This design comes from an exercise in tuning for small area and a short achievable clock period on the open sky130 flow, not from production work. Only simulation tests tie the RTL to the original design; equivalence was not proved.

==> inputs of run a <==
// stub_stream_framer
module stub_stream_framer #(
    parameter int DEPTH = 64,
    parameter int AW    = 6
) (
    input  logic        clk,
    input  logic        reset,
    input  logic        new_event,
    input  logic [2:0]  BX,
    input  logic [47:0] in_dat,
    input  logic        in_valid,
    input  logic        in_none,
    output logic [47:0] out_dat,
    output logic        out_valid,
    input  logic        out_ready,
    output logic        out_last,
    output logic        busy,
    output logic [15:0] drop_cnt
);
Settings: LEC_CHECK=0, CAP_MARGIN=20, CORE_MARGIN=2, CORE_UTILIZATION=55, CTS_CLUSTER_DIAMETER=70, CTS_CLUSTER_SIZE=25, PLACE_DENSITY=0.65, SETUP_SLACK_MARGIN=1.9, SLEW_MARGIN=20, TNS_END_PERCENT=5; clock period 4.2 ns.
run.sh (not shown) runs the stock make flow with config.mk's settings and CLKGATE_MAP_FILE= SYNTH_SCRIPT=/design/flow/synth_recipe.tcl, a recipe that flattens the netlist after the stock synthesis.
==> inputs of run b, as changes to run a <==
==> flow/flow/run.sh (new file) <==
#!/bin/bash
set -euo pipefail
export BUFFER_PORTS_ARGS="-buffer_cell sky130_fd_sc_hd__buf_2"
export CTS_ARGS="-sink_clustering_enable -repair_clock_nets -dont_use_dummy_load -sink_clustering_size 25 -sink_clustering_max_diameter 70"
bash standard.sh > standard.log 2>&1
==> flow/standard.sh (new file) <==
#!/bin/bash
# synth_recipe.tcl (not shown) runs the flow's synth.tcl, then flattens the netlist and writes it again
# the make line also repeats each setting of config.mk as NAME=value (left out here)
make -C /OpenROAD-flow-scripts/flow DESIGN_CONFIG=/design/flow/config.mk WORK_HOME=/design/flow/orfs CLKGATE_MAP_FILE= SYNTH_SCRIPT=/design/flow/synth_recipe.tcl "${@:-finish}"
SETUP_SLACK_MARGIN = 1.85   (was 1.9)
TNS_END_PERCENT = not set   (was 5)
removed: flow/run.sh
==> inputs of run c, as changes to run a <==
==> flow/flow/run.sh (new file) <==
#!/bin/bash
set -euo pipefail
export BUFFER_PORTS_ARGS="-buffer_cell sky130_fd_sc_hd__buf_2"
export CTS_ARGS="-sink_clustering_enable -repair_clock_nets -dont_use_dummy_load -sink_clustering_size 30 -sink_clustering_max_diameter 80"
bash standard.sh > standard.log 2>&1
==> flow/standard.sh (new file) <==
#!/bin/bash
# synth_recipe.tcl (not shown) runs the flow's synth.tcl, then flattens the netlist and writes it again
# the make line also repeats each setting of config.mk as NAME=value (left out here)
make -C /OpenROAD-flow-scripts/flow DESIGN_CONFIG=/design/flow/config.mk WORK_HOME=/design/flow/orfs CLKGATE_MAP_FILE= SYNTH_SCRIPT=/design/flow/synth_recipe.tcl "${@:-finish}"
CTS_CLUSTER_DIAMETER = 80   (was 70)
CTS_CLUSTER_SIZE = 30   (was 25)
SETUP_SLACK_MARGIN = 1.85   (was 1.9)
TNS_END_PERCENT = not set   (was 5)
removed: flow/run.sh
==> flow_summary_export.csv <==
group,metric,value,unit
critical_path,path_depth,5,
run_status,status,"complete, no violations",
detailed_routing,wl_met3,105,mm
clock_tree,clk_latency,0.88,ns
timing,worstMarginPinSlew,1.14,ns
finish,final_cell_mix,"edfxtp_1, a22o_1, a221oi_1",
timing,whs,0.231,ns
finish,multi_input_area_share,15.3,%
critical_path,cp_max_fo,20,
# the run above: run c

==> flow_summary_export.csv <==
group,metric,value,unit
run_status,status,"complete, no violations",
timing,worstMarginPinSlew,1.26,ns
detailed_routing,wl_met3,99.8,mm
clock_tree,clk_latency,0.92,ns
finish,multi_input_area_share,15.0,%
critical_path,cp_max_fo,31,
finish,final_cell_mix,"edfxtp_1, a22o_1, a221oi_1",
critical_path,path_depth,7,
# the run above: run a

==> flow_summary_export.csv <==
group,metric,value,unit
timing,whs,0.220,ns
critical_path,cp_max_fo,18,
yosys,synth_edf_count,3087,
clock_tree,clk_latency,0.91,ns
finish,drive_above_1_share,16.9,%
critical_path,r2r_end,"out_reg[48]",
finish,multi_input_area_share,15.2,%
finish,final_cell_mix,"edfxtp_1, a22o_1, a221oi_1",
critical_path,cp-endpoint,"out_reg[48]",
critical_path,path_depth,7,
timing,worstMarginPinSlew,1.13,ns
detailed_routing,wl_met3,106,mm
floorplanning,core_area,212000,um^2
run_status,status,"complete, no violations",
# the run above: run b

## afterwards: timing with drivers on the ports
No port has a modelled driver above. Below, the same layouts with a new extraction and two added sets of constraints. Step 1: set_driving_cell puts a clkbuf_16 on clk and a buf_2 on each other input, an assumption about the parent block. Step 2 moves the port delays by t, midway between the first and last clock arrival at a register: inputs arrive t later, outputs are due t later. That takes back most of the time a late clock gives input paths. a / b / c = no drivers / after step 1 / after step 2; a / b = the first two.
| run | t (ns) | setup slack, ns | worst register clock-pin slew, ns |
|---|---|---|---|
| run a | 0.982 | 1.362 / 1.362 / 0.818 | 0.10 / 0.10 |
| run b | 0.966 | 1.705 / 1.670 / 1.270 | 0.10 / 0.10 |
| run c | 0.934 | 1.620 / 1.620 / 1.280 | 0.12 / 0.12 |
After both steps every run listed still meets setup and hold. For run a, which loses most, drivers alone change the setup slack by 0.000 ns; drivers and shift together by -0.544 ns.
